Context: an optimization exercise on an open-source flow, tuned for small area, a short achievable clock period and few clock cycles per item. The choices shown serve that exercise and are no tape-out recipe.
In this exercise RTL edits were held to simulation tests only and were not proved equivalent to the original.
Power figures rest on the tool's default switching activity, not on a simulated workload.

<file path="flow/run.sh">
#!/bin/bash
# synth_recipe.tcl (not shown) runs the flow's synth.tcl, then flattens the netlist and writes it again
# the make line also repeats each setting of config.mk as NAME=value (left out here)
make -C /OpenROAD-flow-scripts/flow DESIGN_CONFIG=/design/flow/config.mk WORK_HOME=/design/flow/orfs CLKGATE_MAP_FILE= SYNTH_SCRIPT=/design/flow/synth_recipe.tcl finish
</file>
<file path="flow/config.mk">
export PLATFORM = sky130hd
export DESIGN_NAME = gray_histogram
export DESIGN_NICKNAME = gray_histogram
export VERILOG_FILES = /design/flow/design.v
export SDC_FILE = /design/flow/constraint.sdc
export NUM_CORES = 4
export LEC_CHECK = 0
export CAP_MARGIN = 20
export CORE_MARGIN = 2
export CORE_UTILIZATION = 25
export CTS_BUF_LIST = sky130_fd_sc_hd__clkbuf_8
export SETUP_SLACK_MARGIN = 2.5
export SLEW_MARGIN = 20
export SYNTH_MEMORY_MAX_BITS = 8192
</file>
<file path="flow/constraint.sdc">
create_clock -name core_clock -period 6.0 [get_ports {clock}]
set_input_delay 1.2000 -clock core_clock [delete_from_list [all_inputs] [get_ports {clock}]]
set_output_delay 1.2000 -clock core_clock [all_outputs]
set_load 0.01 [all_outputs]
</file>
<file path="flow/design.v">
package gray_histogram_pkg;
  localparam int NUM_BINS = 256;
  localparam int NUM_PIX  = 256 * 256;
  localparam int LO_W       = 12;
  localparam int HI_ENTRIES = NUM_PIX >> LO_W;
endpackage
import gray_histogram_pkg::*;
module histogram_bin_ram
#(
  parameter int LW = 12,
  parameter int AW = 8,
  parameter int GW = 2    
) (
  input  logic          clock,
  input  logic          clr,
  input  logic          we,
  input  logic [AW-1:0] wr_addr,
  input  logic [LW-1:0] wr_data,
  input  logic [AW-1:0] rd_addr,    
  output logic [LW-1:0] rd_data     
);
  localparam int NB = 1 << AW;
  localparam int NG = 1 << GW;
  localparam int GS = NB / NG;
  localparam int SW = AW - GW;
  logic [LW-1:0] mem [NB];
  logic [LW-1:0] wd;
  logic [LW-1:0] grp_q [NG];
  logic [GW-1:0] gsel_q;
  assign wd = clr ? '0 : wr_data;
  for (genvar i = 0; i < NB; i++) begin : g_bin
    always_ff @(posedge clock) begin
      if (clr || (we && wr_addr == AW'(i))) mem[i] <= wd;
    end
  end
  for (genvar g = 0; g < NG; g++) begin : g_grp
    logic [LW-1:0] sel;
    always_comb begin
      sel = '0;
      for (int j = 0; j < GS; j++)
        sel |= {LW{rd_addr[SW-1:0] == SW'(j)}} & mem[g * GS + j];
    end
    always_ff @(posedge clock) grp_q[g] <= sel;
  end
  always_ff @(posedge clock) gsel_q <= rd_addr[AW-1:SW];
  assign rd_data = grp_q[gsel_q];
endmodule
module histogram_hi_table
#(
  parameter int HW = 5,
  parameter int NE = 16,
  parameter int AW = 8
) (
  input  logic          clock,
  input  logic          clr,
  input  logic          we,
  input  logic [AW-1:0] wr_addr,
  input  logic [HW-1:0] wr_data,
  input  logic [AW-1:0] rd_addr,
  output logic [HW-1:0] rd_data
);
  logic [AW-1:0] tag [NE];
  logic [HW-1:0] hi  [NE];
  logic [NE-1:0] used, wmatch, first_free, wsel;
  always_comb begin
    logic seen;
    seen = 1'b0;
    for (int e = 0; e < NE; e++) begin
      used[e]       = |hi[e];
      wmatch[e]     = used[e] && tag[e] == wr_addr;
      first_free[e] = !used[e] && !seen;
      seen          = seen | !used[e];
    end
    wsel = (|wmatch) ? wmatch : first_free;
  end
  for (genvar e = 0; e < NE; e++) begin : g_ent
    always_ff @(posedge clock) begin
      if (clr) begin
        hi[e] <= '0;
      end else if (we && wsel[e]) begin
        tag[e] <= wr_addr;
        hi[e]  <= wr_data;
      end
    end
  end
  always_comb begin
    rd_data = '0;
    for (int e = 0; e < NE; e++)
      rd_data |= {HW{used[e] && tag[e] == rd_addr}} & hi[e];
  end
endmodule
import gray_histogram_pkg::*;
module gray_histogram
#(
  parameter int IMG_W  = 256,
  parameter int IMG_H  = 256,
  parameter int ADDR_W = 16,
  parameter int PIX_W  = 8,
  parameter int CNT_W  = 17
) (
  input  logic              clock,
  input  logic              reset,
  input  logic              io_start,
  output logic              io_busy,
  output logic              io_done,
  output logic [ADDR_W-1:0] io_gray_addr,
  input  logic [PIX_W-1:0]  io_gray_data,
  input  logic [PIX_W-1:0]  io_hist_addr,
  output logic [CNT_W-1:0]  io_hist_data
);
  localparam int N    = IMG_W * IMG_H;
  localparam int HI_W = CNT_W - LO_W;
  logic             go;         
  logic             fetch;      
  logic             clr;        
  logic             v0, v1, v2, v3;
  logic             z1, z2;     
  logic [PIX_W-1:0] p1, p2, p3;
  logic             h1, h2;     
  logic [CNT_W-1:0] f1, f2;     
  logic [CNT_W-1:0] rd;
  logic [CNT_W-1:0] base, inc;
  logic [PIX_W-1:0] rd_addr;
  logic [LO_W-1:0]  lo_rd;
  logic [HI_W-1:0]  hi_rd, hi_q;
  assign go = !io_busy && !io_done && io_start;
  always_ff @(posedge clock) begin
    if (reset) begin
      io_busy      <= 1'b0;
      io_done      <= 1'b0;
      fetch        <= 1'b0;
      clr          <= 1'b0;
      v0           <= 1'b0;
      v1           <= 1'b0;
      v2           <= 1'b0;
      v3           <= 1'b0;
      io_gray_addr <= '0;
    end else begin
      clr <= go;
      v0  <= go || fetch;
      v1  <= v0;
      v2  <= v1;
      v3  <= v2;
      if (go) begin
        io_busy <= 1'b1;
        fetch   <= 1'b1;
      end
      if (go || fetch) begin
        io_gray_addr <= io_gray_addr + 1'b1;
        if (io_gray_addr == ADDR_W'(N - 1)) fetch <= 1'b0;
      end
      if (v2 && !v1) begin
        io_busy <= 1'b0;
        io_done <= 1'b1;
      end
      if (io_done && !io_start) io_done <= 1'b0;
    end
  end
  assign rd_addr = v0 ? io_gray_data : io_hist_addr;
  always_ff @(posedge clock) begin
    hi_q <= hi_rd;
    p1   <= io_gray_data;
    z1   <= clr;
    rd   <= io_hist_data;
    p2   <= p1;
    z2   <= z1;
    h1   <= v1 && v2 && p1 == p2;
    h2   <= v1 && v3 && p1 == p3;
    p3   <= p2;
    f1   <= inc;
    f2   <= f1;
  end
  assign io_hist_data = {hi_q, lo_rd};
  assign base = h1 ? f1 : h2 ? f2 : z2 ? '0 : rd;
  assign inc  = base + CNT_W'(1);
  histogram_bin_ram #(
    .LW(LO_W),
    .AW(PIX_W)
  ) u_bins (
    .clock  (clock),
    .clr    (clr),
    .we     (v2),
    .wr_addr(p2),
    .wr_data(inc[LO_W-1:0]),
    .rd_addr(rd_addr),
    .rd_data(lo_rd)
  );
  histogram_hi_table #(
    .HW(HI_W),
    .NE(HI_ENTRIES),
    .AW(PIX_W)
  ) u_hi (
    .clock  (clock),
    .clr    (clr),
    .we     (v2 && inc[LO_W-1:0] == '0),
    .wr_addr(p2),
    .wr_data(inc[CNT_W-1:LO_W]),
    .rd_addr(rd_addr),
    .rd_data(hi_rd)
  );
endmodule
</file>
==> flow_summary.rst, run 1 <==
.. list-table::
   :header-rows: 1

   * - Metric
     - Value
   * - Outcome
     - timing/DRC/antenna clean
   * - Arr. time, crit path
     - ~2.6 ns
   * - Worst-margin pin slew
     - between 1 and 1.5 ns
   * - Sum of internal, switching and leakage power
     - 58.38 mW
   * - Worst Setup End Kind
     - output port
   * - Gpl congestion
     - just over 0.9
   * - Number of nets produced by synthesis
     - between 7k and 8k
   * - Worst-Skew Late Latency
     - about 1.2 ns
   * - Worst setup path category
     - register to output port
   * - Avg WL per Cell
     - 36.10 um
   * - Tightest Hold Check Type
     - input pin to register
   * - Register-to-Register Path Depth
     - 4
   * - Post-route clock period utilization
     - 0.6318
   * - Number of antenna violations at the first check in global routing
     - 40
   * - Root Buffer Master
     - clkbuf_8
   * - Maximum operating frequency
     - around 260 MHz
   * - Total of endpoints with negative setup slack in the final report
     - 0
   * - Core Footprint
     - slightly above 0.5 mm^2
   * - Number of unique standard cell types used by synthesis
     - 67
   * - Most instantiated flip-flop cell in the synthesis netlist
     - edfxtp_1
   * - TritonCTS clock tree
     - built
   * - Aggregate negative setup slack
     - 0 ns
   * - Starting density of the core
     - 0.2514
   * - Fillers
     - around 50k
   * - Area taken by flip-flops and latches
     - a little over 0.1 mm^2
   * - Syn Area/Cell
     - 17.35 um^2
   * - Number of cells traversed by the worst hold path
     - 1
   * - Drt total wl
     - roughly 560 mm
   * - Port buffer count
     - between 50 and 60
   * - Vias after detailed routing
     - ~87k
   * - Reg-to-reg endpoint
     - u_bins.mem[174][0]
   * - H-tree lvl count
     - 6
   * - Count of TritonRoute iterations in the first routing pass
     - 9
   * - FF-to-FF Start
     - v2
   * - Vias per Instance
     - about 5.7
   * - Post-DP HPWL
     - approximately 310 mm
   * - Number of violations reported at the end of detailed-routing iteration 0
     - ~19k
   * - Slew HR
     - 0.1396
   * - Area of the multi-input gates
     - between 0.02 and 0.03 mm^2
   * - Met2 capacity usage during global routing
     - 0.2996
   * - Worst-case clock skew
     - 0.1241 ns
   * - Met1 track demand over resource
     - 0.2473
   * - Leak
     - just over 50 nW
   * - Endpoint, Worst Hold
     - p1[0]
   * - Number of I/O pins
     - between 50 and 60
   * - Power density over the cells
     - approximately 380 mW/mm^2
   * - Number of buffers on the longest clock path
     - 4
   * - FF+latch count, synth
     - approximately 3.4k
   * - Chip Width
     - around 720 um
   * - R2R Setup Slk
     - 2.30 ns
   * - Clock period minus worst slack
     - 3.791 ns
   * - Final-report hold violation count
     - 0
   * - Gate count of the mapped netlist
     - about 7.3k
   * - Critical Path Source Type
     - register
   * - Via count of the first global-routing pass
     - between 70k and 80k
   * - NumNets Final
     - just over 8k
   * - Number of warning messages in the yosys log
     - 7
   * - Residual antenna-violating net count after detailed routing
     - 0
   * - Clock slew at the register clock pins of the worst setup and hold paths
     - roughly 0.07 ns
   * - Share of the core filled with cells in the final layout
     - 0.3064
   * - Setup repair after global routing missed its margin
     - true
   * - Combined global-route utilization of all metal layers
     - 0.2016
   * - Row Count
     - between 200 and 300
   * - Layout cells sized above 1
     - 0.2180
   * - Overall die area
     - between 0.5 and 0.6 mm^2
   * - Seq/Total Area, Yosys
     - 0.7930
   * - Post-synthesis instance area
     - between 0.1 and 0.15 mm^2
   * - Residual DRC
     - 0
   * - Global-route wire length before repair
     - approximately 700 mm
   * - Worst-case vdd ir drop
     - 0.0002891 V
   * - Worst Path Required
     - between 4 and 5 ns
   * - Critical hold path startpoint
     - io_gray_data[0]
   * - Global Route met3 Usage
     - 0.07365
   * - Max-cap violations
     - 0
   * - Sinks on the clock net
     - roughly 3.4k
   * - Max Fanout on Critical Path
     - 5
   * - Share of flip-flops with an asynchronous set or reset after synthesis
     - 0
   * - Total global routing overflow
     - 0
   * - Max Transition Viols Final
     - 0
   * - Hold buffers post-CTS
     - 0
   * - Number of synthesized flops with an enable pin
     - approximately 3.2k
   * - Pin count of the biggest net entering global routing
     - slightly below 200
   * - Clock buffers created by TritonCTS
     - about 560
   * - Vert. Die Dim
     - between 700 and 800 um
   * - Crit. Startpoint
     - u_bins.gsel_q[0]
   * - Signed area change from the synthesized netlist to the final layout
     - 21.85%
   * - Highest-utilization routing layer at the global route stage
     - met2
## critical path: stages, from the launching register on
cell and delay (ns):
dfxtp_4 0.42, buf_12 0.15, mux4_2 0.70, buf_6 0.20
## layout make-up
| cell class | instances | area share |
|---|---|---|
| antenna | 32 | 0.0005167 |
| clock buffer | 594 | 0.05276 |
| clock inverter | 401 | 0.01315 |
| inverter | 18 | 0.0005248 |
| multi-input combinational | 3438 | 0.1755 |
| sequential | 3438 | 0.6512 |
| tap | 6706 | 0.05414 |
| timing repair buffer | 758 | 0.05221 |
## how the worst max path moves through the flow
| stage | endpoint | slack, ns | cells after the start |
|---|---|---|---|
| 2_1_floorplan | u_bins.mem[0][10] | 1.16 | 10 |
| 3_3_place_gp | u_bins.grp_q[3][10] | 0.51 | 11 |
| 3_5_place_dp | u_bins.grp_q[1][9] | 0.56 | 11 |
| 4_1_cts | io_hist_data[0] | 2.24 | 3 |
| 5_1_grt | io_hist_data[0] | 2.22 | 3 |
| 6_report | io_hist_data[0] | 2.21 | 3 |
## where the power goes
| part | internal [mW] | switching [mW] |
|---|---|---|
| clock | 9.55 | 9.69 |
| sequential | 31.0 | 1.06 |
| combinational | 1.44 | 5.61 |
| total | 42.0 | 16.4 |
## state kept, by name (all words and copies together), names as in the netlist, 16 cells and up
register      cells
u_bins.mem     3072
u_hi.tag        128
u_hi.hi          80
u_bins.grp_q     48
f1               17
f2               17
rd               17
io_gray_addr     16
## cells in the final DEF, fill, tap and decap left out, types with 121 or more instances in the layout
cell,instances
edfxtp_1,3200
clkbuf_8,594
a22o_1,567
a221oi_1,530
buf_4,502
a22oi_1,414
nand2_1,393
nand4_1,259
dfxtp_1,215
inv_1,208
xnor2_1,149
xor2_1,141
buf_12,121
## cells by family (layout without fill, tap and decap cells)
group                      Yosys count  count (layout)  synth area share
AOI/OAI and AO/OA                 1837            1837            0.1175
xor gates and xnor gates           299             299           0.02059
adders and majority gates            3               3         0.0002952
buffers and inverters              461            1771           0.01430
DFF                               3438            3438            0.7930
muxes                               51              51          0.005194
other                                0              32                 0
and+or+nand+nor                   1243            1248           0.04906
## cells in the mapped netlist, types with 50 or more instances
cell,n,area share
edfxtp_1,3200,0.76
a221oi_1,580,0.040
a22o_1,569,0.039
nand2_1,436,0.013
a22oi_1,417,0.025
clkbuf_1,335,0.0099
nand4_1,259,0.013
dfxtp_1,238,0.037
nor2_1,195,0.0058
xnor2_1,157,0.011
xor2_1,142,0.0098
o21ai_0,113,0.0044
nand3_1,75,0.0030
nor3_1,73,0.0029
buf_1,53,0.0016
buf_2,50,0.0020
## per-stage QoR
step           instances  hold WS (ns)  setup slack [ns]  instance area (um^2)
2_1_floorplan       7332        0.3095             1.158                127300
6_report           15390        0.2928             2.209                155000
3_5_place_dp       14150        0.3163            0.5564                140700
3_3_place_gp       14140        0.3119            0.5139                140500
4_1_cts            15240        0.3270             2.239                152800
5_1_grt            15360        0.3375             2.216                154900
## routing by layer
layer / up-vias / part of all wire
li1: 32310 / -
met5: - / 0.0011
met3: 2109 / 0.17
met1: 44050 / 0.33
met4: 32 / 0.079
met2: 8955 / 0.42
## what timing repair did
| item | in CTS | in global routing |
|---|---|---|
| endpoints found under the setup margin | 2493 | 1198 |
| cloned | 7 | 16 |
| pin swaps | 44 | 60 |
| gates resized for setup | 266 | 169 |
| hold endpoints to repair | 0 | 0 |
| setup buffers | 82 | 101 |
Testbench counts, summed over its fixed seeds: cycles 526,360, images 8.
==> inputs of run 2 (changes only) <==
--- a/flow/config.mk
+++ b/flow/config.mk
@@ -7,8 +7,10 @@
 export LEC_CHECK = 0
 export CAP_MARGIN = 20
 export CORE_MARGIN = 2
-export CORE_UTILIZATION = 25
+export CORE_UTILIZATION = 33
 export CTS_BUF_LIST = sky130_fd_sc_hd__clkbuf_8
+export CTS_CLUSTER_DIAMETER = 40
+export CTS_CLUSTER_SIZE = 20
 export SETUP_SLACK_MARGIN = 2.5
 export SLEW_MARGIN = 20
 export SYNTH_MEMORY_MAX_BITS = 8192
==> flow_summary.rst, run 2 <==
.. list-table::
   :header-rows: 1

   * - Metric
     - Value
   * - Category of cells accounting for the largest share of critical-path delay
     - flip-flops
   * - Post-DP HPWL
     - around 320 mm
   * - Port buffer count
     - between 50 and 60
   * - Most common cell in the netlist
     - edfxtp_1
   * - Flip-flop count of the largest register, all copies and words added
     - slightly above 3k
   * - Power Internal
     - 41.58 mW
   * - Worst-case clock skew
     - 0.1062 ns
   * - Top cells by instance count after synthesis
     - edfxtp_1 (3200), a221oi_1 (580), a22o_1 (569)
   * - Slew HR
     - 0.1479
   * - Number of synthesized flops with an enable pin
     - 3200
   * - Number of violations reported at the end of detailed-routing iteration 0
     - 19.21k
   * - Share of flip-flops with an asynchronous set or reset after synthesis
     - 0
   * - Starting density of the core
     - 0.3322
   * - Worst-margin pin slew
     - approximately 1.3 ns
   * - Leak
     - approximately 50 nW
   * - Worst-Skew Late Latency
     - 1.21 ns
   * - Pin count of the biggest net entering global routing
     - 206
   * - Post-synthesis instance area
     - between 0.1 and 0.15 mm^2
   * - Vias per Instance
     - approximately 6.5
   * - Register-to-Register Path Depth
     - 11
   * - Global-route wire length before repair
     - just over 700 mm
   * - Biggest regs
     - u_bins.mem (3072), u_hi.tag (128), u_hi.hi (80)
   * - Outcome
     - timing/DRC/antenna clean
   * - Leading post-synthesis cells by cell area
     - edfxtp_1 (76%), a221oi_1 (4.0%), a22o_1 (3.9%), dfxtp_1 (3.7%), a22oi_1 (2.5%)
   * - Cell type with the highest aggregate area in the netlist
     - edfxtp_1
   * - Critical hold path startpoint
     - z1
   * - Via count of the first global-routing pass
     - between 70k and 80k
   * - Clock group share of total power
     - 0.332
   * - Clock slew at the register clock pins of the worst setup and hold paths
     - around 0.070 ns
   * - Reported net switching power
     - about 17 mW
   * - Number of antenna violations at the first check in global routing
     - between 40 and 50
   * - Commonest non-fill, non-tap cells in the layout
     - edfxtp_1 (3200), a22o_1 (567), a221oi_1 (539), buf_4 (503), clkbuf_8 (445)
   * - Gate count of the mapped netlist
     - about 7.3k
   * - Gpl congestion
     - a little under 1
   * - Sinks on the clock net
     - about 3.4k
   * - Residual DRC
     - 0
   * - Total of endpoints with negative setup slack in the final report
     - 0
   * - Switching share of power
     - 0.2897
   * - Number of cells traversed by the worst hold path
     - 0
   * - Clock period minus worst slack
     - between 3 and 4 ns
   * - Detailed-route wire length on metal 1
     - roughly 180 mm
   * - TritonCTS clock tree
     - built
   * - Final-report hold violation count
     - 0
   * - Row Count
     - 227
   * - Drt total wl
     - ~560 mm
   * - Most flops, register
     - u_bins.mem
   * - Buffers plus inverters on the worst setup path
     - 1
   * - Worst setup path category
     - register to output port
   * - Max Transition Viols Final
     - 0
   * - Area share of the largest cell type after synthesis
     - 0.7556
   * - Max Fanout on Critical Path
     - 2
   * - NumNets Final
     - between 8k and 9k
   * - Total met3 wirelength after detailed routing
     - approximately 100 mm
   * - Commonest non-fill, non-tap cell in the layout
     - edfxtp_1
   * - Number of nets produced by synthesis
     - approximately 7.4k
   * - Syn Area/Cell
     - roughly 17 um^2
   * - Power density over the cells
     - approximately 390 mW/mm^2
   * - Combined global-route utilization of all metal layers
     - 0.2741
   * - Vert. Die Dim
     - between 600 and 700 um
   * - Sequential share of power
     - 0.548
   * - Gate power share
     - 0.120
   * - Worst-case vdd ir drop
     - 0.0004119 V
   * - Met2 routed WL
     - approximately 230 mm
   * - Avg WL per Cell
     - between 40 and 50 um
   * - Most instantiated flip-flop cell in the synthesis netlist
     - edfxtp_1
   * - Arr. time, crit path
     - 2.60 ns
   * - CP peak stage delay
     - 0.77 ns
   * - Chip Width
     - between 600 and 700 um
   * - Number of buffers on the longest clock path
     - 4
   * - Total global routing overflow
     - 0
   * - Seq/Total Area, Yosys
     - 0.7930
   * - Max-cap violations
     - 0
   * - R2R Setup Slk
     - between 2 and 2.5 ns
   * - Sum of internal, switching and leakage power
     - between 50 and 60 mW
   * - H-tree lvl count
     - 5
   * - Residual antenna-violating net count after detailed routing
     - 0
   * - Maximum operating frequency
     - approximately 260 MHz
   * - Endpoint, Worst Hold
     - z2
   * - FF-to-FF Start
     - v0
   * - Worst Path Required
     - between 4 and 5 ns
   * - Vias after detailed routing
     - ~90k
   * - Aggregate negative setup slack
     - 0 ns
   * - Critical Path Source Type
     - register
   * - Number of I/O pins
     - between 50 and 60
   * - Signed area change from the synthesized netlist to the final layout
     - 19.53%
   * - Setup repair after global routing missed its margin
     - true
   * - Core Footprint
     - between 0.3 and 0.4 mm^2
   * - Number of warning messages in the yosys log
     - 7
   * - Post-route clock period utilization
     - 0.6326
   * - Layout cells sized above 1
     - 0.2254
   * - Critical-path cell list
     - mux4_2 > buf_6
   * - Library cell contributing the largest single delay on the critical path
     - dfxtp_1
   * - Worst Setup End Kind
     - output port
   * - Count of TritonRoute iterations in the first routing pass
     - 8
   * - Number of unique standard cell types used by synthesis
     - 67
   * - DR top layer
     - met5
   * - Reg-to-reg endpoint
     - u_bins.grp_q[0][6]
   * - FF+latch count, synth
     - 3438
   * - Tightest Hold Check Type
     - register to register
   * - Clock buffers created by TritonCTS
     - between 400 and 500
   * - Root Buffer Master
     - clkbuf_8
   * - Overall die area
     - 0.3904 mm^2
run 2: cell count changes in the layout (fill, tap and decap cells not counted), moves of 12 or more:
cell | previous run | this run
inv_8 | 10 | 34
clkinvlp_4 | 24 | 49
clkinv_1 | 94 | 31
clkinv_4 | 0 | 46
nand2_1 | 393 | 378
o21ai_1 | 15 | 27
inv_6 | 12 | 80
inv_1 | 208 | 39
clkbuf_8 | 594 | 445
nand2_2 | 35 | 52
bufinv_16 | 8 | 41
run 2: metal layers:
metal / up-vias / global-route usage
li1: 32000 / -
met5: - / 0.001852
met2: 9258 / 0.3920
met3: 2167 / 0.1241
met4: 31 / 0.1659
met1: 44190 / 0.3380
run 2: final cells by class:
class / instances / area [um^2]
diodes: 25 / 62.56
clock buffers: 445 / 6125
clock inverters: 369 / 3780
fillers: 34310 / 230800
inverters: 18 / 83.83
multi-input cells: 3438 / 26880
flip-flops and latches: 3438 / 100900
well taps: 5038 / 6304
repair buffers: 749 / 7861
run 2: worst register-to-register path: stages, from the launching register on:
cell	delay, ns
dfxtp_4	0.43
buf_16	0.19
nor2b_1	0.19
a22oi_2	0.26
buf_4	0.16
buf_6	0.16
nor3_2	0.15
buf_12	0.22
a22o_1	0.35
a221oi_2	0.28
nand4_1	0.47
or4_1	0.64
run 2: kinds of logic (layout without fill, tap and decap cells):
group / Yosys count / in the layout / synth area share
adders and majority gates: 3 / 3 / 0.0002952
and+or+nand+nor: 1243 / 1248 / 0.04906
other: 0 / 25 / 0
buffers and inverters: 461 / 1581 / 0.01430
AOI/OAI and AO/OA: 1837 / 1837 / 0.1175
muxes: 51 / 51 / 0.005194
DFF: 3438 / 3438 / 0.7930
xor gates and xnor gates: 299 / 299 / 0.02059
run 2: how the worst max path moves through the flow:
stage,start,end,slack [ns],cells after the start
after floorplan,z2,u_bins.mem[0][10],1.16,10
after global placement,io_gray_data[1],u_bins.grp_q[0][11],0.46,11
after detailed placement,io_gray_data[1],u_bins.grp_q[2][11],0.42,11
after CTS,u_bins.gsel_q[0],io_hist_data[2],2.23,3
after global routing,u_bins.gsel_q[0],io_hist_data[2],2.24,3
final,u_bins.grp_q[3][1],io_hist_data[1],2.20,2
run 2: power by group through the flow:
stage          sequential [mW]  combinational, mW  clock [mW]
2_1_floorplan             32.1               2.51           0
3_3_place_gp              32.4               5.96           0
3_5_place_dp              32.5               6.16           0
4_1_cts                   32.0               6.39        19.3
5_1_grt                   32.2               6.92        20.3
6_report                  32.1               6.99        19.4
run 2: what timing repair did:
action / CTS / global route
pin swaps: 56 / 69
gates resized for setup: 279 / 130
hold buffers: 0 / 0
buffers inserted: 86 / 75
setup endpoints to repair: 1659 / 707
cloned: 5 / 11
run 2: metrics by stage:
stage / utilization / hold slack, ns / instances / worst slack [ns] / cell area (um^2)
global route: 0.3970 / 0.3418 / 13500 / 2.236 / 152000
global placement: 0.3611 / 0.3106 / 12490 / 0.4605 / 138300
floorplan: - / 0.3095 / 7332 / 1.158 / 127300
finish: 0.3971 / 0.3345 / 13520 / 2.205 / 152000
detailed placement: 0.3620 / 0.3194 / 12500 / 0.4234 / 138600
CTS: 0.3928 / 0.3344 / 13400 / 2.230 / 150400
==> inputs of run 3 (changes only) <==
--- a/flow/design.v
+++ b/flow/design.v
@@ -5,6 +5,18 @@
   localparam int HI_ENTRIES = NUM_PIX >> LO_W;
 endpackage
 import gray_histogram_pkg::*;
+module histogram_predec
+#(
+  parameter int W = 3
+) (
+  input  logic           en,
+  input  logic [W-1:0]   a,
+  output logic [2**W-1:0] y
+);
+  for (genvar k = 0; k < 2**W; k++) begin : g_y
+    assign y[k] = en && a == W'(k);
+  end
+endmodule
 module histogram_bin_ram
 #(
   parameter int LW = 12,
@@ -16,34 +28,54 @@
   input  logic          we,
   input  logic [AW-1:0] wr_addr,
   input  logic [LW-1:0] wr_data,
-  input  logic [AW-1:0] rd_addr,    
+  input  logic          rd_sel,     
+  input  logic [AW-1:0] rd_addr_a,  
+  input  logic [AW-1:0] rd_addr_b,
   output logic [LW-1:0] rd_data     
 );
   localparam int NB = 1 << AW;
   localparam int NG = 1 << GW;
   localparam int GS = NB / NG;
-  localparam int SW = AW - GW;
+  localparam int W0 = 3;
+  localparam int W1 = AW - W0 - GW;
   logic [LW-1:0] mem [NB];
   logic [LW-1:0] wd;
   logic [LW-1:0] grp_q [NG];
-  logic [GW-1:0] gsel_q;
+  logic [NB-1:0] word;
   assign wd = clr ? '0 : wr_data;
   for (genvar i = 0; i < NB; i++) begin : g_bin
     always_ff @(posedge clock) begin
       if (clr || (we && wr_addr == AW'(i))) mem[i] <= wd;
     end
+  end
+  logic [2**W0-1:0] a0, b0;
+  logic [2**W1-1:0] a1, b1;
+  logic [NG-1:0]    a2, b2;
+  histogram_predec #(.W(W0)) u_pa0 (.en(1'b1),    .a(rd_addr_a[W0-1:0]),        .y(a0));
+  histogram_predec #(.W(W1)) u_pa1 (.en(1'b1),    .a(rd_addr_a[W0+W1-1:W0]),    .y(a1));
+  histogram_predec #(.W(GW)) u_pa2 (.en(rd_sel),  .a(rd_addr_a[AW-1:W0+W1]),    .y(a2));
+  histogram_predec #(.W(W0)) u_pb0 (.en(1'b1),    .a(rd_addr_b[W0-1:0]),        .y(b0));
+  histogram_predec #(.W(W1)) u_pb1 (.en(1'b1),    .a(rd_addr_b[W0+W1-1:W0]),    .y(b1));
+  histogram_predec #(.W(GW)) u_pb2 (.en(!rd_sel), .a(rd_addr_b[AW-1:W0+W1]),    .y(b2));
+  for (genvar i = 0; i < NB; i++) begin : g_word
+    localparam int I0 = i % (2**W0);
+    localparam int I1 = (i / (2**W0)) % (2**W1);
+    localparam int I2 = i / (2**(W0+W1));
+    assign word[i] = (a0[I0] && a1[I1] && a2[I2]) || (b0[I0] && b1[I1] && b2[I2]);
   end
   for (genvar g = 0; g < NG; g++) begin : g_grp
     logic [LW-1:0] sel;
     always_comb begin
       sel = '0;
       for (int j = 0; j < GS; j++)
-        sel |= {LW{rd_addr[SW-1:0] == SW'(j)}} & mem[g * GS + j];
+        sel |= {LW{word[g * GS + j]}} & mem[g * GS + j];
     end
     always_ff @(posedge clock) grp_q[g] <= sel;
   end
-  always_ff @(posedge clock) gsel_q <= rd_addr[AW-1:SW];
-  assign rd_data = grp_q[gsel_q];
+  always_comb begin
+    rd_data = '0;
+    for (int g = 0; g < NG; g++) rd_data |= grp_q[g];
+  end
 endmodule
 module histogram_hi_table
 #(
@@ -120,7 +152,6 @@
   logic [CNT_W-1:0] f1, f2;     
   logic [CNT_W-1:0] rd;
   logic [CNT_W-1:0] base, inc;
-  logic [PIX_W-1:0] rd_addr;
   logic [LO_W-1:0]  lo_rd;
   logic [HI_W-1:0]  hi_rd, hi_q;
   assign go = !io_busy && !io_done && io_start;
@@ -156,7 +187,6 @@
       if (io_done && !io_start) io_done <= 1'b0;
     end
   end
-  assign rd_addr = v0 ? io_gray_data : io_hist_addr;
   always_ff @(posedge clock) begin
     hi_q <= hi_rd;
     p1   <= io_gray_data;
@@ -182,8 +212,10 @@
     .we     (v2),
     .wr_addr(p2),
     .wr_data(inc[LO_W-1:0]),
-    .rd_addr(rd_addr),
-    .rd_data(lo_rd)
+    .rd_sel   (v0),
+    .rd_addr_a(io_gray_data),
+    .rd_addr_b(io_hist_addr),
+    .rd_data  (lo_rd)
   );
   histogram_hi_table #(
     .HW(HI_W),
@@ -195,7 +227,7 @@
     .we     (v2 && inc[LO_W-1:0] == '0),
     .wr_addr(p2),
     .wr_data(inc[CNT_W-1:LO_W]),
-    .rd_addr(rd_addr),
+    .rd_addr(v0 ? io_gray_data : io_hist_addr),
     .rd_data(hi_rd)
   );
 endmodule
--- a/flow/config.mk
+++ b/flow/config.mk
@@ -7,10 +7,11 @@
 export LEC_CHECK = 0
 export CAP_MARGIN = 20
 export CORE_MARGIN = 2
-export CORE_UTILIZATION = 33
-export CTS_BUF_LIST = sky130_fd_sc_hd__clkbuf_8
+export CORE_UTILIZATION = 25
+export CTS_BUF_LIST = sky130_fd_sc_hd__clkbuf_8 sky130_fd_sc_hd__clkbuf_16
 export CTS_CLUSTER_DIAMETER = 40
 export CTS_CLUSTER_SIZE = 20
+export PLACE_DENSITY = 0.7
 export SETUP_SLACK_MARGIN = 2.5
 export SLEW_MARGIN = 20
 export SYNTH_MEMORY_MAX_BITS = 8192
==> flow_summary.rst, run 3 <==
.. list-table::
   :header-rows: 1

   * - Metric
     - Value
   * - Power density over the cells
     - about 400 mW/mm^2
   * - Fillers
     - around 50k
   * - Number of unique standard cell types used by synthesis
     - 70
   * - Vert. Die Dim
     - between 700 and 800 um
   * - Area share of the largest cell type after synthesis
     - 0.7399
   * - Setup repair after global routing missed its margin
     - true
   * - Post-Place Cells
     - 14.75k
   * - Final-report hold violation count
     - 0
   * - Most flops, register
     - u_bins.mem
   * - Worst setup path category
     - input pin to register
   * - Residual antenna-violating net count after detailed routing
     - 0
   * - Flip-flop count of the largest register, all copies and words added
     - 3072
   * - Post-synthesis instance area
     - 0.1299 mm^2
   * - Hold buffers post-CTS
     - 0
   * - Top cells by instance count after synthesis
     - edfxtp_1 (3200), a22oi_1 (716), a221oi_1 (431), a22o_1 (431), nand2_1 (428)
   * - Biggest regs
     - u_bins.mem (3072), u_hi.tag (128), u_hi.hi (80)
   * - Aggregate negative setup slack
     - 0 ns
   * - Total of endpoints with negative setup slack in the final report
     - 0
   * - Commonest non-fill, non-tap cells in the layout
     - edfxtp_1 (3200), a22oi_1 (716), buf_4 (586), a22o_1 (431), clkbuf_16 (410)
   * - Number of violations reported at the end of detailed-routing iteration 0
     - 17.91k
   * - Tightest Hold Check Type
     - register to register
   * - Maximum operating frequency
     - roughly 280 MHz
   * - Number of buffers on the longest clock path
     - 4
   * - Number of I/O pins
     - between 50 and 60
   * - Vias per Instance
     - between 5 and 6
   * - Number of synthesized flops with an enable pin
     - about 3.2k
   * - Overall die area
     - around 0.53 mm^2
   * - Clock buffers created by TritonCTS
     - about 400
   * - Residual DRC
     - 0
   * - Worst Path Required
     - between 6 and 7 ns
   * - Max Transition Viols Final
     - 0
   * - TritonCTS clock tree
     - built
   * - Critical hold path startpoint
     - z1
   * - Worst Setup End Kind
     - register
   * - Signed area change from the synthesized netlist to the final layout
     - 22.86%
   * - Final Instance Count excl. Fillers
     - 15.63k
   * - Gpl congestion
     - a little over 1
   * - Post-DP HPWL
     - between 300 and 400 mm
   * - Layout cells sized above 1
     - 0.2125
   * - Drt total wl
     - about 540 mm
   * - Gate count of the mapped netlist
     - between 7k and 8k
   * - Clock period minus worst slack
     - 3.633 ns
   * - Worst-Skew Late Latency
     - 1.01 ns
   * - Clock slew at the register clock pins of the worst setup and hold paths
     - 0.07 ns
   * - Crit. Startpoint
     - io_gray_data[3]
   * - Port buffer count
     - 53
   * - Combined global-route utilization of all metal layers
     - 0.1953
   * - Core Footprint
     - 0.5173 mm^2
   * - Number of warning messages in the yosys log
     - 7
   * - Commonest non-fill, non-tap cell in the layout
     - edfxtp_1
   * - Number of nets produced by synthesis
     - about 7.7k
   * - Arr. time, crit path
     - 4.45 ns
   * - Syn Area/Cell
     - between 15 and 20 um^2
   * - Via count of the first global-routing pass
     - between 80k and 90k
   * - NumNets Final
     - about 8.4k
   * - Pin count of the biggest net entering global routing
     - between 150 and 200
   * - Max-cap violations
     - 0
   * - Global-route wire length before repair
     - 715.9 mm
   * - FF+latch count, synth
     - about 3.4k
   * - Most instantiated flip-flop cell in the synthesis netlist
     - edfxtp_1
   * - Sum of internal, switching and leakage power
     - 62.07 mW
   * - Starting density of the core
     - 0.2511
   * - Chip Width
     - a little over 700 um
   * - Avg WL per Cell
     - between 30 and 40 um
   * - Cell type with the highest aggregate area in the netlist
     - edfxtp_1
   * - Worst-case clock skew
     - around 0.10 ns
   * - Critical Path Source Type
     - input pin
   * - Row Count
     - 264
   * - H-tree lvl count
     - 5
   * - Share of the core filled with cells in the final layout
     - 0.3085
   * - Leak
     - around 53 nW
   * - Count of TritonRoute iterations in the first routing pass
     - 10
   * - Total global routing overflow
     - 0
   * - Most common cell in the netlist
     - edfxtp_1
   * - Share of flip-flops with an asynchronous set or reset after synthesis
     - 0
   * - Worst-margin pin slew
     - 1.250 ns
   * - Leading post-synthesis cells by cell area
     - edfxtp_1 (74%), a22oi_1 (4.1%), dfxtp_1 (3.6%), a221oi_1 (2.9%), a22o_1 (2.9%)
   * - Outcome
     - timing/DRC/antenna clean
   * - Seq/Total Area, Yosys
     - 0.7763
   * - Sinks on the clock net
     - 3436
   * - Post-route clock period utilization
     - 0.6054
   * - Max Fanout on Critical Path
     - 11
   * - Vias after detailed routing
     - ~89k
   * - FF-to-FF Start
     - p2[2]
   * - Number of antenna violations at the first check in global routing
     - 32
   * - Worst-case vdd ir drop
     - around 0.00038 V
   * - Root Buffer Master
     - clkbuf_16
   * - Slew HR
     - 0.1668
==> run 3: cell count changes in the layout (fill, tap and decap cells not counted), sizes merged, moves of 60 or more <==
cell	before	now
xor2	142	203
nand2b	14	89
a22oi	417	716
o21bai	4	96
o22ai	10	256
a221oi	580	431
nand4	259	199
o21ai	114	15
a21o	3	160
xnor2	157	95
a22o	569	431
nor2	198	109
==> run 3: layout make-up <==
cell class              count  area [um^2]  share of cell area
flip-flops and latches   3436       100900              0.6325
multi-input cells        3772        29510              0.1850
clock buffers             415        10290             0.06452
well taps                6916         8653             0.05423
repair buffers            707         6211             0.03893
clock inverters           339         3834             0.02403
diodes                     33        82.58           0.0005176
inverters                  12        48.80           0.0003058
==> run 3: report_power, final <==
part	internal [mW]	switching, mW	leakage (nW)	total, mW
sequential	30.4	0.786	32.0	31.2
combinational	0.966	4.46	14.4	5.43
clock	14.7	10.8	6.87	25.5
total	46.0	16.1	53.3	62.1
==> run 3: worst paths after layout <==
| kind | to | slack (ns) | cells after the start |
|---|---|---|---|
| worst max register to register | u_bins.mem[82][1] | 2.39 | 5 |
| worst min register to register | z2 | 0.33 | 0 |
| worst max-delay path | u_bins.grp_q[3][7] | 2.37 | 9 |
| worst min-delay path | z2 | 0.33 | 0 |
==> run 3: repair_timing <==
item | in CTS | in global routing
pin swaps | 30 | 36
setup endpoints to repair | 2985 | 556
gates cloned | 2 | 6
hold endpoints to repair | 0 | 0
setup buffers | 43 | 36
gates resized for setup | 273 | 95
==> run 3: cell families after synthesis <==
kind of cell,count (synthesis),share of synthesized area
adders and majority gates,3,0.0002891
and+or+nand+nor,1232,0.05052
AOI/OAI and AO/OA,2146,0.1308
buffers and inverters,474,0.01490
xor gates and xnor gates,298,0.02010
DFF,3436,0.7763
muxes,89,0.007091
==> run 3: metal layers <==
| metal | share of wire | wire length, um | vias to the layer above | global-route usage |
|---|---|---|---|---|
| met2 | 0.42 | 226400 | 9350 | 0.2840 |
| li1 | - | - | 33210 | - |
| met3 | 0.17 | 93800 | 2226 | 0.08665 |
| met1 | 0.33 | 178400 | 44150 | 0.2321 |
| met4 | 0.084 | 45510 | 30 | 0.1314 |
| met5 | 0.00083 | 452 | - | 0.003266 |
==> run 3: stage by stage <==
| step | hold slack, ns | instance area, um^2 | setup slack, ns |
|---|---|---|---|
| finish | 0.3275 | 159600 | 2.367 |
| global placement | 0.3111 | 143100 | 0.7887 |
| detailed placement | 0.3135 | 143300 | 0.7282 |
| floorplan | 0.3095 | 130000 | 1.228 |
| CTS | 0.3276 | 158700 | 2.454 |
| global route | 0.3327 | 159500 | 2.430 |
==> run 3: worst max-delay path: stages <==
cell and delay [ns]:
clkdlybuf4s15_2 0.35, and3b_2 0.42, nand2_1 0.31, o22ai_1 0.23, buf_4 0.26, a22o_1 0.25, a221oi_1 0.21, nand4_1 0.51
or4_1 0.70
Testbench counts of run 3, summed over its fixed seeds: cycles 526,360, images 8.
==> inputs of run 4 (changes only) <==
--- a/flow/config.mk
+++ b/flow/config.mk
@@ -8,10 +8,9 @@
 export CAP_MARGIN = 20
 export CORE_MARGIN = 2
 export CORE_UTILIZATION = 25
-export CTS_BUF_LIST = sky130_fd_sc_hd__clkbuf_8 sky130_fd_sc_hd__clkbuf_16
+export CTS_BUF_LIST = sky130_fd_sc_hd__clkbuf_8
 export CTS_CLUSTER_DIAMETER = 40
 export CTS_CLUSTER_SIZE = 20
-export PLACE_DENSITY = 0.7
 export SETUP_SLACK_MARGIN = 2.5
 export SLEW_MARGIN = 20
 export SYNTH_MEMORY_MAX_BITS = 8192
==> flow_summary.rst, run 4 <==
.. list-table::
   :header-rows: 1

   * - Metric
     - Value
   * - Gpl congestion
     - ~1
   * - Combined global-route utilization of all metal layers
     - 0.2049
   * - Number of unique standard cell types used by synthesis
     - 70
   * - H-tree lvl count
     - 5
   * - R2R Setup Slk
     - roughly 2.4 ns
   * - Number of I/O pins
     - 54
   * - Worst setup path category
     - register to output port
   * - Setup repair after global routing missed its margin
     - true
   * - Total of endpoints with negative setup slack in the final report
     - 0
   * - Cell type with the highest aggregate area in the netlist
     - edfxtp_1
   * - Buffers plus inverters on the worst setup path
     - 1
   * - Clock slew at the register clock pins of the worst setup and hold paths
     - roughly 0.090 ns
   * - Leading post-synthesis cells by cell area
     - edfxtp_1 (74%), a22oi_1 (4.1%), dfxtp_1 (3.6%), a221oi_1 (2.9%), a22o_1 (2.9%)
   * - Post-route clock period utilization
     - 0.6113
   * - Port buffer count
     - 53
   * - Number of synthesized flops with an enable pin
     - approximately 3.2k
   * - Max Transition Viols Final
     - 0
   * - Leak
     - just over 50 nW
   * - Starting density of the core
     - 0.2511
   * - NumNets Final
     - 8460
   * - Slew HR
     - 0.1493
   * - Number of violations reported at the end of detailed-routing iteration 0
     - 16.57k
   * - Biggest regs
     - u_bins.mem (3072), u_hi.tag (128), u_hi.hi (80)
   * - Residual DRC
     - 0
   * - FF+latch count, synth
     - ~3.4k
   * - Final instance area
     - about 0.16 mm^2
   * - Critical Path Source Type
     - register
   * - Pin count of the biggest net entering global routing
     - 161
   * - Max-cap violations
     - 0
   * - Area share of the largest cell type after synthesis
     - 0.7399
   * - Overall die area
     - approximately 0.53 mm^2
   * - Count of TritonRoute iterations in the first routing pass
     - 8
   * - TritonCTS clock tree
     - built
   * - Number of cells traversed by the worst hold path
     - 0
   * - Number of antenna violations at the first check in global routing
     - 36
   * - Library cell contributing the largest single delay on the critical path
     - or4_4
   * - Worst Setup End Kind
     - output port
   * - Root Buffer Master
     - clkbuf_8
   * - Signed area change from the synthesized netlist to the final layout
     - 20.90%
   * - Worst Path Required
     - 4.80 ns
   * - Tightest Hold Check Type
     - register to register
   * - Most common cell in the netlist
     - edfxtp_1
   * - Worst-case clock skew
     - 0.09616 ns
   * - Core Footprint
     - 0.5173 mm^2
   * - CP peak stage delay
     - about 0.65 ns
   * - Clock buffers created by TritonCTS
     - roughly 410
   * - Arr. time, crit path
     - 2.47 ns
   * - Commonest non-fill, non-tap cell in the layout
     - edfxtp_1
   * - Hold buffers post-CTS
     - 0
   * - Critical-path cell list
     - or4_4 > buf_6
   * - Max Fanout on Critical Path
     - 2
   * - Vias after detailed routing
     - between 80k and 90k
   * - Drt total wl
     - roughly 570 mm
   * - Total global routing overflow
     - 0
   * - DR top layer
     - met5
   * - Post-DP HPWL
     - about 350 mm
   * - Clock period minus worst slack
     - ~3.7 ns
   * - FF-to-FF Start
     - v2
   * - Reg-to-reg endpoint
     - u_bins.mem[84][1]
   * - Syn Area/Cell
     - between 15 and 20 um^2
   * - Vert. Die Dim
     - approximately 720 um
   * - Global-route wire length before repair
     - between 700 and 800 mm
   * - Share of flip-flops with an asynchronous set or reset after synthesis
     - 0
   * - Most flops, register
     - u_bins.mem
   * - Commonest non-fill, non-tap cells in the layout
     - edfxtp_1 (3200), a22oi_1 (716), buf_4 (666), a22o_1 (431), clkbuf_8 (418)
   * - Via count of the first global-routing pass
     - just over 80k
   * - Flip-flop count of the largest register, all copies and words added
     - 3072
   * - Register-to-Register Path Depth
     - 3
   * - Category of cells accounting for the largest share of critical-path delay
     - simple AND/OR/NAND/NOR gates
   * - Number of nets produced by synthesis
     - about 7.7k
   * - Outcome
     - timing/DRC/antenna clean
   * - Post-synthesis instance area
     - 0.1299 mm^2
   * - Worst-margin pin slew
     - between 1 and 1.5 ns
   * - Gate count of the mapped netlist
     - 7678
   * - Residual antenna-violating net count after detailed routing
     - 0
   * - Worst-Skew Late Latency
     - 1.20 ns
   * - Detailed-route wire length on metal 1
     - between 150 and 200 mm
   * - Maximum operating frequency
     - between 200 and 300 MHz
   * - Avg WL per Cell
     - between 30 and 40 um
   * - Final-report hold violation count
     - 0
   * - Number of buffers on the longest clock path
     - 4
   * - Number of stages on the worst setup path
     - 2
   * - Total met3 wirelength after detailed routing
     - ~88 mm
   * - Row Count
     - about 260
   * - Power density over the cells
     - around 350 mW/mm^2
   * - Endpoint, Worst Hold
     - z2
   * - Sum of internal, switching and leakage power
     - around 56 mW
   * - Most instantiated flip-flop cell in the synthesis netlist
     - edfxtp_1
   * - Sinks on the clock net
     - around 3.4k
   * - Chip Width
     - 724.8 um
   * - Met2 routed WL
     - approximately 240 mm
   * - Number of warning messages in the yosys log
     - 7
   * - Worst-case vdd ir drop
     - ~0.00046 V
   * - Instance area after placement
     - roughly 0.14 mm^2
   * - Aggregate negative setup slack
     - 0 ns
   * - Seq/Total Area, Yosys
     - 0.7763
   * - Top cells by instance count after synthesis
     - edfxtp_1 (3200), a22oi_1 (716), a221oi_1 (431), a22o_1 (431), nand2_1 (428)
   * - Critical hold path startpoint
     - z1
   * - Vias per Instance
     - about 5.6
   * - Layout cells sized above 1
     - 0.2399
run 4: cell counts after synthesis:
No cell type changed its count.
run 4: through the flow:
stage | std cells | utilization | hold WS (ns) | setup WS [ns]
after floorplan | 7678 | - | 0.3095 | 1.228
after detailed placement | 14780 | 0.2791 | 0.3131 | 0.3552
after global placement | 14780 | 0.2786 | 0.3104 | 0.4066
final | 15750 | 0.3035 | 0.3262 | 2.332
after global routing | 15720 | 0.3034 | 0.3365 | 2.371
after CTS | 15640 | 0.3012 | 0.3262 | 2.349
run 4: cell families (layout without fill, tap and decap cells):
| group | after synthesis | count (layout) | share of synthesized area |
|---|---|---|---|
| AOI/OAI and AO/OA | 2146 | 2146 | 0.1308 |
| xor gates and xnor gates | 298 | 298 | 0.02010 |
| adders and majority gates | 3 | 3 | 0.0002891 |
| buffers and inverters | 474 | 1591 | 0.01490 |
| DFF | 3436 | 3436 | 0.7763 |
| muxes | 89 | 89 | 0.007091 |
| other | 0 | 29 | 0 |
| and+or+nand+nor | 1232 | 1240 | 0.05052 |
run 4: area by class of cell:
class	instances	area, um^2
fillers	50550	360300
well taps	6916	8653
flip-flops and latches	3436	100900
multi-input cells	3776	30760
clock inverters	361	3786
diodes	29	72.57
inverters	12	48.80
repair buffers	800	6997
clock buffers	418	5753
run 4: worst max path at each step:
stage	slack, ns	end	startpoint
CTS	2.35	u_hi.tag[1][5]	h2
global placement	0.41	u_bins.grp_q[1][6]	io_hist_addr[7]
finish	2.33	io_hist_data[2]	u_bins.grp_q[1][2]
floorplan	1.23	u_bins.mem[0][8]	h2
global route	2.37	io_hist_data[8]	u_bins.grp_q[0][8]
detailed placement	0.36	u_bins.grp_q[1][6]	io_hist_addr[7]
run 4: where the power goes:
part	leakage, nW	switching (mW)	internal [mW]
registers	32.0	0.762	30.3
clock network	4.86	10.1	8.84
logic	15.1	4.60	1.08
total	52.0	15.4	40.2
run 4: per-layer routing:
metal	track usage	up-vias
met4	0.1272	48
met2	0.3033	8310
li1	-	33380
met3	0.07603	1945
met1	0.2531	45030
met5	0	-
run 4: repair_timing:
item                       4_1_cts  5_1_grt
setup endpoints to repair     3520     1011
buffers inserted                65       76
cloned                          11        4
gates resized for setup        358      122
pin swaps                       37       35
run 4: worst register-to-register path: cells and delay by family, from the launching register on:
kind             cells  cell delay [ns]
AO/OA/AOI/OAI        1             0.93
flip-flops           1             0.81
AND/OR/NAND/NOR      2             1.41
==> inputs of run 5 (changes only) <==
--- a/flow/config.mk
+++ b/flow/config.mk
@@ -7,7 +7,7 @@
 export LEC_CHECK = 0
 export CAP_MARGIN = 20
 export CORE_MARGIN = 2
-export CORE_UTILIZATION = 25
+export CORE_UTILIZATION = 40
 export CTS_BUF_LIST = sky130_fd_sc_hd__clkbuf_8
 export CTS_CLUSTER_DIAMETER = 40
 export CTS_CLUSTER_SIZE = 20
==> flow_summary.rst, run 5 <==
.. list-table::
   :header-rows: 1

   * - Metric
     - Value
   * - Outcome
     - timing/DRC/antenna clean
   * - Worst Path Required
     - around 7.0 ns
   * - Clock period minus worst slack
     - 3.635 ns
   * - Total of endpoints with negative setup slack in the final report
     - 0
   * - Root Buffer Master
     - clkbuf_8
   * - Max Fanout on Critical Path
     - 12
   * - Chip Width
     - ~570 um
   * - Final-report hold violation count
     - 0
   * - Met2 capacity usage during global routing
     - 0.5077
   * - Worst-margin pin slew
     - 1.299 ns
   * - Overall die area
     - 0.3293 mm^2
   * - Commonest non-fill, non-tap cell in the layout
     - edfxtp_1
   * - Number of violations reported at the end of detailed-routing iteration 0
     - 17.40k
   * - Critical Path Source Type
     - input pin
   * - Top cells by instance count after synthesis
     - edfxtp_1 (3200), a22oi_1 (716), a221oi_1 (431), a22o_1 (431), nand2_1 (428)
   * - Instance area after placement
     - 0.1423 mm^2
   * - Starting density of the core
     - 0.4012
   * - Global-route wire length before repair
     - 767.7 mm
   * - Met1 track demand over resource
     - 0.4392
   * - Count of TritonRoute iterations in the first routing pass
     - 10
   * - NumNets Final
     - 8533
   * - Residual antenna-violating net count after detailed routing
     - 0
   * - Worst-case vdd ir drop
     - around 0.00037 V
   * - Hold_ws
     - around 0.32 ns
   * - Number of I/O pins
     - 54
   * - Worst-Skew Late Latency
     - around 1.2 ns
   * - Total global routing overflow
     - 0
   * - Power density over the cells
     - ~360 mW/mm^2
   * - Leak
     - approximately 53 nW
   * - Syn Area/Cell
     - about 17 um^2
   * - Vert. Die Dim
     - ~570 um
   * - Biggest regs
     - u_bins.mem (3072), u_hi.tag (128), u_hi.hi (80)
   * - Worst-case clock skew
     - roughly 0.14 ns
   * - Worst Setup End Kind
     - register
   * - Layout cells sized above 1
     - 0.2503
   * - CP peak stage delay
     - approximately 0.64 ns
   * - Most flops, register
     - u_bins.mem
   * - Max-cap violations
     - 0
   * - Core Footprint
     - between 0.3 and 0.4 mm^2
   * - Highest-utilization routing layer at the global route stage
     - met2
   * - Fillers
     - 27.24k
   * - Setup repair after global routing missed its margin
     - true
   * - Vias after detailed routing
     - 89.20k
   * - Max Transition Viols Final
     - 0
   * - Via count of the first global-routing pass
     - 82.56k
   * - Hold buffers post-CTS
     - 0
   * - Post-route clock period utilization
     - 0.6059
   * - Post-DP HPWL
     - between 300 and 400 mm
   * - Area taken by flip-flops and latches
     - 0.1009 mm^2
   * - Global Route met3 Usage
     - 0.1293
   * - Post-synthesis instance area
     - 0.1299 mm^2
   * - Sinks on the clock net
     - 3436
   * - Flip-flop count of the largest register, all copies and words added
     - 3072
   * - Commonest non-fill, non-tap cells in the layout
     - edfxtp_1 (3200), a22oi_1 (715), buf_4 (701), a22o_1 (431), clkbuf_8 (426)
   * - H-tree lvl count
     - 5
   * - Area of the multi-input gates
     - a little over 0.03 mm^2
   * - Number of nets produced by synthesis
     - 7700
   * - Leading post-synthesis cells by cell area
     - edfxtp_1 (74%), a22oi_1 (4.1%), dfxtp_1 (3.6%), a221oi_1 (2.9%), a22o_1 (2.9%)
   * - Avg WL per Cell
     - 44.88 um
   * - Aggregate negative setup slack
     - 0 ns
   * - Seq/Total Area, Yosys
     - 0.7763
   * - Residual DRC
     - 0
   * - Drt total wl
     - between 500 and 600 mm
   * - Arr. time, crit path
     - 4.63 ns
   * - Area share of the largest cell type after synthesis
     - 0.7399
   * - FF+latch count, synth
     - 3436
   * - Gpl congestion
     - 1.074
   * - Cell type with the highest aggregate area in the netlist
     - edfxtp_1
   * - Port buffer count
     - between 50 and 60
   * - Share of flip-flops with an asynchronous set or reset after synthesis
     - 0
   * - Row Count
     - approximately 210
   * - Slew HR
     - 0.1341
   * - Gate count of the mapped netlist
     - 7678
   * - Worst setup path category
     - input pin to register
   * - TritonCTS clock tree
     - built
   * - Vias per Instance
     - between 6 and 7
   * - Combined global-route utilization of all metal layers
     - 0.3480
   * - Clock buffers created by TritonCTS
     - around 410
   * - Number of unique standard cell types used by synthesis
     - 70
   * - Pin count of the biggest net entering global routing
     - around 160
   * - Tightest Hold Check Type
     - register to register
   * - Library cell contributing the largest single delay on the critical path
     - or4_1
   * - Number of synthesized flops with an enable pin
     - approximately 3.2k
   * - Clock slew at the register clock pins of the worst setup and hold paths
     - 0.08 ns
   * - Critical-path cell list
     - clkdlybuf4s15_2 > nor3b_1 > buf_4 > nand2_1 > o22ai_1 > buf_12 > a22o_1 > a221oi_2 > nand4_1 > or4_1
   * - Maximum operating frequency
     - between 200 and 300 MHz
   * - Number of warning messages in the yosys log
     - 7
   * - Most common cell in the netlist
     - edfxtp_1
   * - Number of antenna violations at the first check in global routing
     - 34
   * - Final instance area
     - ~0.15 mm^2
   * - Number of buffers on the longest clock path
     - 4
   * - Signed area change from the synthesized netlist to the final layout
     - 19.27%
   * - Most instantiated flip-flop cell in the synthesis netlist
     - edfxtp_1
[run 5: cell counts after synthesis]
Identical to the previous run, type by type.
[run 5: metrics by stage]
| step | worst slack (ns) | total power, mW | util | instances |
|---|---|---|---|---|
| final | 2.365 | 55.97 | 0.4785 | 13220 |
| after global routing | 2.371 | 56.93 | 0.4783 | 13200 |
| after CTS | 2.262 | 55.46 | 0.4753 | 13140 |
| after detailed placement | -0.3051 | 36.73 | 0.4395 | 12280 |
| after global placement | -0.4957 | 36.47 | 0.4385 | 12280 |
| after floorplan | 1.228 | 33.46 | - | 7678 |
[run 5: path summary, 6_finish.rpt]
path / from / end / slack [ns] / cells past startpoint
setup reg to reg: p2[5] / u_bins.mem[224][0] / 2.40 / 5
setup / recovery: io_gray_data[5] / u_bins.grp_q[3][1] / 2.36 / 10
hold reg to reg: z1 / z2 / 0.32 / 0
hold / removal: z1 / z2 / 0.32 / 0
[run 5: timing repair]
item	4_1_cts	5_1_grt
gates resized for setup	362	107
endpoints found under the setup margin	2826	690
cloned	7	4
buffers inserted	76	55
pin swaps	40	43
[run 5: area by class of cell]
| type | count | area share |
|---|---|---|
| timing repair buffer | 877 | 0.05304 |
| antenna | 24 | 0.0003877 |
| multi-input combinational | 3773 | 0.1973 |
| clock inverter | 346 | 0.02448 |
| sequential | 3436 | 0.6517 |
| tap | 4325 | 0.03494 |
| clock buffer | 426 | 0.03785 |
| inverter | 12 | 0.0002908 |
[run 5: power by group]
group | total [mW] | internal (mW) | switching, mW
clock | 19.1 | 9.20 | 9.89
combinational | 5.75 | 1.09 | 4.67
sequential | 31.1 | 30.3 | 0.780
[run 5: cells by family (layout without fill, tap and decap cells)]
logic type,count (synthesis),in the layout,share of synthesized area
muxes,89,89,0.007091
xor gates and xnor gates,298,298,0.02010
adders and majority gates,3,3,0.0002891
and+or+nand+nor,1232,1237,0.05052
other,0,24,0
AOI/OAI and AO/OA,2146,2146,0.1308
buffers and inverters,474,1661,0.01490
DFF,3436,3436,0.7763
[run 5: metal layers]
| layer | wire, um | up-vias |
|---|---|---|
| met2 | 250900 | 8355 |
| met1 | 203900 | 45500 |
| met3 | 91550 | 1836 |
| met5 | 210 | - |
| met4 | 46820 | 26 |
| li1 | - | 33490 |
[run 5: worst max-delay path, delay by kind of cell]
kind / cells / cell delay (ns)
buffers and inverters: 3 / 0.77
and+or+nand+nor: 4 / 1.82
AOI/OAI and AO/OA: 3 / 0.80
==> inputs of run 6 (changes only) <==
--- a/flow/config.mk
+++ b/flow/config.mk
@@ -7,7 +7,7 @@
 export LEC_CHECK = 0
 export CAP_MARGIN = 20
 export CORE_MARGIN = 2
-export CORE_UTILIZATION = 40
+export CORE_UTILIZATION = 33
 export CTS_BUF_LIST = sky130_fd_sc_hd__clkbuf_8
 export CTS_CLUSTER_DIAMETER = 40
 export CTS_CLUSTER_SIZE = 20
==> flow_summary.rst, run 6 <==
.. list-table::
   :header-rows: 1

   * - Metric
     - Value
   * - Outcome
     - timing/DRC/antenna clean
   * - FF+latch count, synth
     - ~3.4k
   * - Drt total wl
     - between 500 and 600 mm
   * - Power density over the cells
     - between 300 and 400 mW/mm^2
   * - Total met3 wirelength after detailed routing
     - ~87 mm
   * - Number of synthesized flops with an enable pin
     - around 3.2k
   * - Met2 routed WL
     - around 240 mm
   * - Vert. Die Dim
     - about 630 um
   * - Hold buffers post-CTS
     - 0
   * - Critical Path Source Type
     - input pin
   * - Starting density of the core
     - 0.3311
   * - Count of TritonRoute iterations in the first routing pass
     - 8
   * - Post-route clock period utilization
     - 0.6123
   * - Syn Area/Cell
     - between 15 and 20 um^2
   * - Top cells by instance count after synthesis
     - edfxtp_1 (3200), a22oi_1 (716), a221oi_1 (431), a22o_1 (431), nand2_1 (428)
   * - Number of nets produced by synthesis
     - a little under 8k
   * - Clock period minus worst slack
     - 3.674 ns
   * - Category of cells accounting for the largest share of critical-path delay
     - simple AND/OR/NAND/NOR gates
   * - Buffers plus inverters on the worst setup path
     - 3
   * - Most common cell in the netlist
     - edfxtp_1
   * - Vias after detailed routing
     - roughly 90k
   * - Clock slew at the register clock pins of the worst setup and hold paths
     - approximately 0.080 ns
   * - Share of flip-flops with an asynchronous set or reset after synthesis
     - 0
   * - Crit. Startpoint
     - io_hist_addr[6]
   * - Combined global-route utilization of all metal layers
     - 0.2781
   * - H-tree lvl count
     - 5
   * - Total global routing overflow
     - 0
   * - Chip Width
     - ~630 um
   * - FF-to-FF Start
     - v0
   * - Signed area change from the synthesized netlist to the final layout
     - 18.82%
   * - Residual antenna-violating net count after detailed routing
     - 0
   * - Core Footprint
     - around 0.39 mm^2
   * - Max Fanout on Critical Path
     - 16
   * - Worst-Skew Late Latency
     - around 1.2 ns
   * - Final-report hold violation count
     - 0
   * - Vias per Instance
     - 6.388
   * - TritonCTS clock tree
     - built
   * - CP peak stage delay
     - approximately 0.78 ns
   * - Critical hold path startpoint
     - z1
   * - Flip-flop count of the largest register, all copies and words added
     - 3072
   * - Number of antenna violations at the first check in global routing
     - 47
   * - Number of I/O pins
     - 54
   * - Port buffer count
     - between 50 and 60
   * - Leading post-synthesis cells by cell area
     - edfxtp_1 (74%), a22oi_1 (4.1%), dfxtp_1 (3.6%), a221oi_1 (2.9%), a22o_1 (2.9%)
   * - Via count of the first global-routing pass
     - about 83k
   * - Cell type with the highest aggregate area in the netlist
     - edfxtp_1
   * - Avg WL per Cell
     - between 40 and 50 um
   * - Library cell contributing the largest single delay on the critical path
     - nor3_1
   * - Root Buffer Master
     - clkbuf_8
   * - Global-route wire length before repair
     - approximately 750 mm
   * - Worst setup path category
     - input pin to register
   * - Number of violations reported at the end of detailed-routing iteration 0
     - 17.61k
   * - DR top layer
     - met5
   * - Post-DP HPWL
     - about 370 mm
   * - Leak
     - around 52 nW
   * - Total of endpoints with negative setup slack in the final report
     - 0
   * - Most flops, register
     - u_bins.mem
   * - Most instantiated flip-flop cell in the synthesis netlist
     - edfxtp_1
   * - Worst Path Required
     - a little under 7 ns
   * - Commonest non-fill, non-tap cell in the layout
     - edfxtp_1
   * - Biggest regs
     - u_bins.mem (3072), u_hi.tag (128), u_hi.hi (80)
   * - Commonest non-fill, non-tap cells in the layout
     - edfxtp_1 (3200), a22oi_1 (716), buf_4 (633), a22o_1 (431), clkbuf_8 (425)
   * - Layout cells sized above 1
     - 0.2304
   * - Worst-margin pin slew
     - approximately 1.3 ns
   * - Detailed-route wire length on metal 1
     - ~200 mm
   * - Post-synthesis instance area
     - approximately 0.13 mm^2
   * - Gate count of the mapped netlist
     - between 7k and 8k
   * - Pin count of the biggest net entering global routing
     - about 140
   * - Row Count
     - 230
   * - Residual DRC
     - 0
   * - Maximum operating frequency
     - 272.2 MHz
   * - Gpl congestion
     - a little over 1
   * - Arr. time, crit path
     - 4.62 ns
   * - Max Transition Viols Final
     - 0
   * - Seq/Total Area, Yosys
     - 0.7763
   * - Slew HR
     - 0.1466
   * - Area share of the largest cell type after synthesis
     - 0.7399
   * - Aggregate negative setup slack
     - 0 ns
   * - Number of unique standard cell types used by synthesis
     - 70
   * - Number of buffers on the longest clock path
     - 4
   * - Worst-case vdd ir drop
     - 0.0003211 V
   * - Max-cap violations
     - 0
   * - Worst Setup End Kind
     - register
   * - Worst-case clock skew
     - 0.1055 ns
   * - Share of the core filled with cells in the final layout
     - 0.3934
   * - NumNets Final
     - 8430
   * - Critical-path cell list
     - dlygate4sd2_1 > nor2_1 > nand2_8 > buf_6 > o22ai_1 > buf_4 > a22oi_1 > nand2_1 > nor3_1 > nand4_1
   * - Setup repair after global routing missed its margin
     - true
   * - Number of warning messages in the yosys log
     - 7
   * - Sinks on the clock net
     - ~3.4k
   * - Overall die area
     - 0.3986 mm^2
   * - Tightest Hold Check Type
     - register to register
   * - Clock buffers created by TritonCTS
     - 412
-- run 6: cell counts after synthesis --
Identical to the previous run, type by type.
-- run 6: power breakdown --
part           switching [mW]  leakage, nW  total, mW  internal [mW]
combinational            4.71         14.9       5.81           1.10
clock                    10.1         4.97       19.5           9.36
sequential              0.770         32.0       31.1           30.3
-- run 6: layer usage --
metal,vias to the layer above,global-route usage
li1,33340,-
met1,45750,0.3500
met2,8547,0.4079
met3,1912,0.09929
met4,30,0.1729
met5,-,0
-- run 6: area by class of cell --
type / instances / area, um^2
Tap cell: 5220 / 6531
Fill cell: 35360 / 237900
Timing Repair Buffer: 772 / 6863
Multi-Input combinational cell: 3774 / 30000
Clock buffer: 424 / 5836
Antenna cell: 28 / 70.07
Inverter: 12 / 48.80
Clock inverter: 355 / 4033
Sequential cell: 3436 / 100900
-- run 6: kinds of logic after synthesis --
kind of cell               Yosys count  synth area share
buffers and inverters              474           0.01490
adders and majority gates            3         0.0002891
AOI/OAI and AO/OA                 2146            0.1308
DFF                               3436            0.7763
and+or+nand+nor                   1232           0.05052
xor gates and xnor gates           298           0.02010
muxes                               89          0.007091
-- run 6: worst reg2reg max path, stage by stage (launching register included) --
cell and delay, ns:
dfxtp_4 0.37, buf_12 0.15, nor2_1 0.19, nand2_8 0.28, buf_6 0.32, o22ai_1 0.32, buf_4 0.32, a22oi_1 0.32
nand2_1 0.16, nor3_1 0.78, nand4_1 0.17
-- run 6: stage by stage --
step                worst slack [ns]  cells  instance area (um^2)  power (mW)  hold WS [ns]
detailed placement            0.6002  13070                141900       36.74        0.3185
CTS                            2.309  13930                153400       55.93        0.3325
global placement              0.5656  13070                141600       36.50        0.3140
global route                   2.387  14000                154300       57.36        0.3507
finish                         2.327  14020                154300       56.38        0.3312
floorplan                      1.228   7678                130000       33.46        0.3095
-- run 6: worst paths after layout --
| path | end | slack, ns | depth (start not counted) |
|---|---|---|---|
| worst max register to register | u_bins.grp_q[2][6] | 2.41 | 10 |
| worst min register to register | z2 | 0.33 | 0 |
| worst max-delay path | u_bins.grp_q[2][6] | 2.33 | 10 |
| worst min-delay path | z2 | 0.33 | 0 |
-- run 6: timing repair --
item | CTS | global route
cloned | 6 | 4
endpoints found under the setup margin | 3392 | 746
pin swaps | 38 | 22
buffers inserted | 70 | 57
gates resized for setup | 316 | 64

[port drivers added, routing unchanged]
How much do the figures lean on ideal ports? The routed layouts below were timed once more, with nothing changed but the port constraints. Step 1: set_driving_cell puts a clkbuf_16 on clock and a buf_2 on each other input, an assumption about the parent block. Step 2 adds t to the input delays and takes it off the output delays; t is the mean of the earliest and latest rising clock arrival at the registers after step 1. Input paths then give back, and output paths get back, about the clock's delay inside the block. Slacks: ideal ports / drivers / drivers and shift; pairs: ideal ports / drivers.
run | t (ns) | setup slack, ns | worst setup path after step 2
run 1 | 1.182 | 2.209 / 2.125 / 1.218 | input to register
run 2 | 1.256 | 2.205 / 2.100 / 1.160 | input to register
run 3 | 1.051 | 2.367 / 2.387 / 1.370 | input to register
run 4 | 1.264 | 2.332 / 2.233 / 1.164 | input to register
run 5 | 1.234 | 2.365 / 2.281 / 1.205 | input to register
run 6 | 1.256 | 2.326 / 2.204 / 0.948 | input to register
After both steps every run listed still meets setup and hold. For run 6, which loses most, drivers alone change the setup slack by -0.122 ns; drivers and shift together by -1.378 ns.
